Context: an optimization exercise on an open-source flow, tuned for small area, a short achievable clock period and few clock cycles per item. The choices shown serve that exercise and are no tape-out recipe.
Function was checked by simulation only, so behaviour that the tests miss may differ from the original.
Power figures rest on the tool's default switching activity, not on a simulated workload.

==> flow/design.v <==
module icache_refill #(
    parameter int unsigned NUM_SETS        = 16,
    parameter int unsigned WORDS_PER_BLOCK = 8,
    parameter logic [31:0] NOP_INSTR       = 32'h00000013
) (
    input  logic        CLK,
    input  logic        RST,
    input  logic [31:0] PC,
    input  logic        flush,
    output logic [31:0] rd,
    output logic        hit,
    output logic        stall,
    output logic        mem_req,
    output logic [31:0] mem_addr,
    input  logic        mem_ack,
    input  logic [31:0] mem_rdata
);
    localparam int unsigned IDX_W  = $clog2(NUM_SETS);
    localparam int unsigned OFF_W  = $clog2(WORDS_PER_BLOCK);
    localparam int unsigned TAG_W  = 32 - IDX_W - OFF_W - 2;
    localparam int unsigned ADDR_W = IDX_W + OFF_W;           
    localparam int unsigned RING   = 4;                       
    localparam int unsigned POS_W  = $clog2(RING);
    localparam int unsigned GRP_W  = ADDR_W - POS_W;
    localparam int unsigned NGRP   = NUM_SETS * WORDS_PER_BLOCK / RING;
    localparam int unsigned NWB    = RING - 1;                
    logic [TAG_W-1:0]           tag_mem [NUM_SETS];
    logic [WORDS_PER_BLOCK-1:0] wvalid  [NUM_SETS];
    logic [31:0]                ring [NGRP][RING];
    logic [POS_W-1:0]           phase;
    logic                       wb_v    [1:NWB];
    logic [ADDR_W-1:0]          wb_slot [1:NWB];
    logic [31:0]                wb_data [1:NWB];
    logic [OFF_W-1:0]   pc_off;
    logic [IDX_W-1:0]   pc_idx;
    logic [TAG_W-1:0]   pc_tag;
    logic [ADDR_W-1:0]  pc_slot;
    logic [POS_W-1:0]   pc_pos;
    logic [POS_W-1:0]   pc_wait;
    logic               tag_hit;
    logic               cached;
    logic               blocked;
    logic               fill;
    logic               wr_en;
    logic [GRP_W-1:0]   wr_grp;
    logic [31:0]        wr_data;
    logic [31:0]        rd_pos [RING];
    logic [31:0]        rdata;
    logic [31:0]        wdata;
    logic               wb_any;
    assign pc_off  = PC[OFF_W+1:2];
    assign pc_idx  = PC[IDX_W+OFF_W+1:OFF_W+2];
    assign pc_tag  = PC[31:IDX_W+OFF_W+2];
    assign pc_slot = PC[ADDR_W+1:2];
    assign pc_pos  = pc_slot[POS_W-1:0] - phase;    
    assign pc_wait = pc_pos;                        
    assign tag_hit = (tag_mem[pc_idx] == pc_tag);
    assign cached  = tag_hit && wvalid[pc_idx][pc_off];
    always_comb begin
        blocked = 1'b0;
        for (int k = 1; k <= NWB; k++) begin
            if (pc_wait == POS_W'(k - 1)) blocked = wb_v[k];
        end
    end
    assign mem_req  = !cached && !blocked;
    assign mem_addr = {PC[31:2], 2'b00};
    always_comb begin
        for (int k = 0; k < RING; k++) begin
            rd_pos[k] = '0;
            for (int g = 0; g < NGRP; g++) begin
                rd_pos[k] = rd_pos[k] | (ring[g][k] & {32{pc_slot[ADDR_W-1:POS_W] == GRP_W'(g)}});
            end
        end
        rdata = rd_pos[pc_pos];
    end
    always_comb begin
        wdata  = '0;
        wb_any = 1'b0;
        for (int k = 1; k <= NWB; k++) begin
            if (wb_v[k] && (wb_slot[k] == pc_slot)) begin
                wdata  = wdata | wb_data[k];
                wb_any = 1'b1;
            end
        end
    end
    assign hit   = cached || mem_ack;
    assign rd    = mem_ack ? mem_rdata : (wb_any ? wdata : rdata);
    assign stall = !hit;
    assign fill    = mem_ack && !RST && !flush;
    assign wr_en   = wb_v[1] || (fill && (pc_wait == '0));
    assign wr_grp  = wb_v[1] ? wb_slot[1][ADDR_W-1:POS_W] : pc_slot[ADDR_W-1:POS_W];
    assign wr_data = wb_v[1] ? wb_data[1] : mem_rdata;
    always_ff @(posedge CLK) begin
        if (RST || flush) begin
            for (int i = 0; i < NUM_SETS; i++) wvalid[i] <= '0;
        end else if (fill) begin
            if (tag_hit) begin
                wvalid[pc_idx][pc_off] <= 1'b1;
            end else begin
                wvalid[pc_idx]         <= '0;
                wvalid[pc_idx][pc_off] <= 1'b1;
            end
        end
    end
    always_ff @(posedge CLK) begin
        if (fill && !tag_hit) begin
            tag_mem[pc_idx] <= pc_tag;
        end
    end
    always_ff @(posedge CLK) begin
        if (RST) begin
            phase <= '0;
        end else begin
            phase <= phase + POS_W'(1);
        end
    end
    always_ff @(posedge CLK) begin
        for (int k = 1; k <= NWB; k++) begin
            if (fill && (pc_wait == POS_W'(k))) begin
                wb_slot[k] <= pc_slot;
                wb_data[k] <= mem_rdata;
            end else if (k < NWB) begin
                wb_slot[k] <= wb_slot[k+1];
                wb_data[k] <= wb_data[k+1];
            end
        end
        if (RST) begin
            for (int k = 1; k <= NWB; k++) wb_v[k] <= 1'b0;
        end else begin
            for (int k = 1; k <= NWB; k++) begin
                wb_v[k] <= (fill && (pc_wait == POS_W'(k))) || ((k < NWB) ? wb_v[k+1] : 1'b0);
            end
        end
    end
    always_ff @(posedge CLK) begin
        for (int g = 0; g < NGRP; g++) begin
            for (int k = 0; k < RING - 1; k++) begin
                ring[g][k] <= ring[g][k+1];
            end
            ring[g][RING-1] <= (wr_en && (wr_grp == GRP_W'(g))) ? wr_data : ring[g][0];
        end
    end
endmodule
==> flow/config.mk <==
export PLATFORM = sky130hd
export DESIGN_NAME = icache_refill
export DESIGN_NICKNAME = icache_refill
export VERILOG_FILES = /design/flow/design.v
export SDC_FILE = /design/flow/constraint.sdc
export NUM_CORES = 8
export LEC_CHECK = 0
export CAP_MARGIN = 20
export CORE_MARGIN = 2
export CORE_UTILIZATION = 55
export CTS_BUF_LIST = sky130_fd_sc_hd__clkbuf_16
export CTS_CLUSTER_DIAMETER = 80
export CTS_CLUSTER_SIZE = 20
export PLACE_DENSITY = 0.65
export SETUP_SLACK_MARGIN = 2.0
export SLEW_MARGIN = 20
export SYNTH_MEMORY_MAX_BITS = 16384
==> flow/constraint.sdc <==
create_clock -name core_clock -period 7.0 [get_ports {CLK}]
set_input_delay 1.4000 -clock core_clock [delete_from_list [all_inputs] [get_ports {CLK}]]
set_output_delay 1.4000 -clock core_clock [all_outputs]
set_load 0.01 [all_outputs]
run.sh (not shown) runs the stock make flow with config.mk's settings and CLKGATE_MAP_FILE= SYNTH_SCRIPT=/design/flow/synth_recipe.tcl, a recipe that flattens the netlist after the stock synthesis.
The first run completed without violations.
Testbench counts at the start, summed over its fixed seeds: cycles 72,820, fetches 64,000.
Change:
==> flow/config.mk (replaced) <==
export PLATFORM = sky130hd
export DESIGN_NAME = icache_refill
export DESIGN_NICKNAME = icache_refill
export VERILOG_FILES = /design/flow/design.v
export SDC_FILE = /design/flow/constraint.sdc
export NUM_CORES = 8
export LEC_CHECK = 0
export CAP_MARGIN = 20
export CORE_MARGIN = 2
export CORE_UTILIZATION = 60
export CTS_BUF_LIST = sky130_fd_sc_hd__clkbuf_16
export CTS_CLUSTER_DIAMETER = 90
export CTS_CLUSTER_SIZE = 25
export PLACE_DENSITY = 0.7
export SETUP_SLACK_MARGIN = 2.5
export SLEW_MARGIN = 60
export SYNTH_MEMORY_MAX_BITS = 16384
The new run finished with timing, DRC and antenna clean.
Area after synthesis stays the same.
Worst setup slack is better by 190 ps.
Synthesized cell count is unchanged.
Core utilization climbs by 6.2 points.
Design area goes up slightly.
First-iteration DRC count is higher by a little under a tenth.
Sequential power barely changes.
Final cell count went down slightly.
Register-to-register slack improves by 590 ps.
Change:
--- a/flow/config.mk
+++ b/flow/config.mk
@@ -13,5 +13,5 @@
 export CTS_CLUSTER_SIZE = 25
 export PLACE_DENSITY = 0.7
-export SETUP_SLACK_MARGIN = 2.5
-export SLEW_MARGIN = 60
+export SETUP_SLACK_MARGIN = 1.5
+export SLEW_MARGIN = 20
 export SYNTH_MEMORY_MAX_BITS = 16384
Outcome: Sequential power hardly moves; power fell by 0.44%; die area stays the same; utilization shrinks by 1.7 points; global-route usage decreases by 0.65 points; setup slack got worse by 60 ps; final area went down by about 2.4%.

---

== harbor ==
Starts from the design.v that is shown in full above.
clock: 7.0 ns
lec_check: 0
cap_margin: 20
core_margin: 2
core_utilization: 60
cts_buf_list: sky130_fd_sc_hd__clkbuf_16
cts_cluster_diameter: 90
cts_cluster_size: 25
place_density: 0.7
setup_slack_margin: 2.0
slew_margin: 20
synth_memory_max_bits: 16384
Testbench counts of harbor, summed over its fixed seeds: cycles 72,820, fetches 64,000.
Input-level comparison between maple and harbor:
# harbor
export LEC_CHECK = 0
export CAP_MARGIN = 20
export CORE_MARGIN = 2
export CORE_UTILIZATION = 60
export CTS_BUF_LIST = sky130_fd_sc_hd__clkbuf_16
export CTS_CLUSTER_DIAMETER = 90
export CTS_CLUSTER_SIZE = 25
export PLACE_DENSITY = 0.7
export SETUP_SLACK_MARGIN = 2.0
export SLEW_MARGIN = 20
export SYNTH_MEMORY_MAX_BITS = 16384
create_clock -name core_clock -period 7.0 [get_ports {CLK}]
# maple
export LEC_CHECK = 0
export CAP_MARGIN = 20
export CORE_MARGIN = 2
export CORE_UTILIZATION = 55
export CTS_BUF_LIST = sky130_fd_sc_hd__clkbuf_16
export CTS_CLUSTER_DIAMETER = 90
export CTS_CLUSTER_SIZE = 25
export PLACE_DENSITY = 0.65
export SETUP_SLACK_MARGIN = 2.0
export SLEW_MARGIN = 20
export SYNTH_MEMORY_MAX_BITS = 16384
create_clock -name core_clock -period 7.0 [get_ports {CLK}]
Notes after the runs:
- Cmp harbor and maple / chip height / lower: harbor
- harbor → maple: part of the total power dissipated in sequential elements neither gained nor lost much, synthesis-to-layout area growth fell 1.8 points.
- maple vs. harbor: final worst hold slack now larger, width of the chip shows an increase of 4.4%, overall routed net length now smaller, global-route wire length before repair saw little to no change.
- Comparing harbor and maple, register-to-register setup slack is higher on harbor.
- Compared to harbor, maple has cell count 0.55% higher.
- Summary of maple over harbor: post-route cell area fell 1.5%, largest vdd supply drop rose 50 µV.
Modified inputs, nickel compared to maple
# maple
export LEC_CHECK = 0
export CAP_MARGIN = 20
export CORE_MARGIN = 2
export CORE_UTILIZATION = 55
export CTS_BUF_LIST = sky130_fd_sc_hd__clkbuf_16
export CTS_CLUSTER_DIAMETER = 90
export CTS_CLUSTER_SIZE = 25
export PLACE_DENSITY = 0.65
export SETUP_SLACK_MARGIN = 2.0
export SLEW_MARGIN = 20
export SYNTH_MEMORY_MAX_BITS = 16384
create_clock -name core_clock -period 7.0 [get_ports {CLK}]
# nickel
export LEC_CHECK = 0
export CAP_MARGIN = 40
export CORE_MARGIN = 2
export CORE_UTILIZATION = 60
export CTS_BUF_LIST = sky130_fd_sc_hd__clkbuf_16
export CTS_CLUSTER_DIAMETER = 90
export CTS_CLUSTER_SIZE = 25
export PLACE_DENSITY = 0.7
export SETUP_SLACK_MARGIN = 2.0
export SLEW_MARGIN = 80
export SYNTH_MEMORY_MAX_BITS = 16384
create_clock -name core_clock -period 7.0 [get_ports {CLK}]
Results
- Sort nickel and maple by final cycle utilization of the critical path desc -> top: nickel
- nickel vs maple: global-route met1 utilization up
- On overall power consumption, nickel and maple are neck and neck.
- [nickel] area growth from synthesis to layout rose 6.4 points relative to maple
Input changes introduced in fjord (baseline for comparison: nickel):
# nickel
export LEC_CHECK = 0
export CAP_MARGIN = 40
export CORE_MARGIN = 2
export CORE_UTILIZATION = 60
export CTS_BUF_LIST = sky130_fd_sc_hd__clkbuf_16
export CTS_CLUSTER_DIAMETER = 90
export CTS_CLUSTER_SIZE = 25
export PLACE_DENSITY = 0.7
export SETUP_SLACK_MARGIN = 2.0
export SLEW_MARGIN = 80
export SYNTH_MEMORY_MAX_BITS = 16384
create_clock -name core_clock -period 7.0 [get_ports {CLK}]
# fjord
export LEC_CHECK = 0
export CAP_MARGIN = 20
export CORE_MARGIN = 2
export CORE_UTILIZATION = 57
export CTS_BUF_LIST = sky130_fd_sc_hd__clkbuf_16
export CTS_CLUSTER_DIAMETER = 90
export CTS_CLUSTER_SIZE = 25
export PLACE_DENSITY = 0.7
export SETUP_SLACK_MARGIN = 2.0
export SLEW_MARGIN = 60
export SYNTH_MEMORY_MAX_BITS = 16384
create_clock -name core_clock -period 7.0 [get_ports {CLK}]
[summary]
Routed wire in fjord totals less than in nickel.
NOTE routed via count divided by cell count nickel->fjord decreased slightly
When the final numbers for fjord and nickel were put side by side, the wire length of the first global-routing pass turned out to be smaller in fjord.

---

// icache_refill: RTL as listed in full above, without the edits since
Settings: LEC_CHECK=0, CAP_MARGIN=20, CORE_MARGIN=2, CORE_UTILIZATION=60, CTS_BUF_LIST=sky130_fd_sc_hd__clkbuf_16, CTS_CLUSTER_DIAMETER=90, CTS_CLUSTER_SIZE=25, PLACE_DENSITY=0.7, SETUP_SLACK_MARGIN=2.0, SLEW_MARGIN=20, SYNTH_MEMORY_MAX_BITS=16384; clock period 7.0 ns.
standard.sh (not shown) runs the stock make flow with config.mk's settings and CLKGATE_MAP_FILE= SYNTH_SCRIPT=/design/flow/synth_recipe.tcl, a recipe that flattens the netlist after the stock synthesis.
==> flow/flow/run.sh <==
#!/bin/bash
# The standard layout (the standard.sh: ORFS from synthesis to the final layout),
# with gate sizing allowed to change a cell's footprint (the platform default restricts
# timing repair to swaps between cells of the same width). ORFS writes each step's log
# under orfs/logs; make's own output goes to standard_flow.log here.
set -euo pipefail
bash standard.sh MATCH_CELL_FOOTPRINT=0 finish > standard_flow.log 2>&1
The starting point finished with timing, DRC and antenna clean.
Testbench counts at the start, summed over its fixed seeds: cycles 72,820, fetches 64,000.
Rerun with:
==> flow/run.sh (new file) <==
#!/bin/bash
# synth_recipe.tcl (not shown) runs the flow's synth.tcl, then flattens the netlist and writes it again
# the make line also repeats each setting of config.mk as NAME=value (left out here)
make -C /OpenROAD-flow-scripts/flow DESIGN_CONFIG=/design/flow/config.mk WORK_HOME=/design/flow/orfs CLKGATE_MAP_FILE= SYNTH_SCRIPT=/design/flow/synth_recipe.tcl finish
SLEW_MARGIN = 60   (was 20)
removed: flow/flow/run.sh
removed: flow/standard.sh
The new run ran to the end with no violations.
Synthesized area does not change.
Utilization came out higher by 0.26 points.
Hold slack improved by 0.011 ns.
Via count barely changes.
Register-to-register slack improved by 0.66 ns.
Worst setup slack improved by 0.089 ns.
Flip-flop and latch count is unchanged.
Design area came out higher by 0.38%.
First-iteration DRC count came out higher by 3.5%.
Fmax came out higher by 1.6%.
Power stays flat.

[what the ideal ports hide]
The results above use ideal ports. As a check the final layouts listed here were re-extracted and re-timed, cells and wires unchanged.
Step 1: set_driving_cell puts a clkbuf_16 on CLK and a buf_2 on each other input, an assumption about the parent block.
Step 2, shift: input delay + t, output delay - t, t = (earliest + latest rising clock arrival at the registers) / 2. This alone moves slack from input paths to output paths.
Slacks: no drivers / after step 1 / after step 2; pairs: no drivers / after step 1.
run | shift t [ns] | setup slack, ns | cell pins on the clock port's net
the first run of note 1 | 1.060 | 1.071 / 0.812 / 0.812 | 1
the second run of note 1 | 1.028 | 1.263 / 1.019 / 1.019 | 1
the third run of note 1 | 1.030 | 1.203 / 0.955 / 0.772 | 1
harbor | 1.006 | 1.345 / 1.018 / 1.018 | 1
maple | 1.010 | 1.200 / 0.868 / 0.868 | 1
nickel | 1.014 | 1.120 / 0.931 / 0.931 | 1
fjord | 1.018 | 1.211 / 0.865 / 0.865 | 1
the first run of note 3 | 0.999 | 1.311 / 0.981 / 0.981 | 1
the second run of note 3 | 1.014 | 1.400 / 1.065 / 1.065 | 1
After both steps every run listed still meets setup and hold. For the third run of note 1, which loses most, drivers alone change the setup slack by -0.248 ns; drivers and shift together by -0.431 ns.
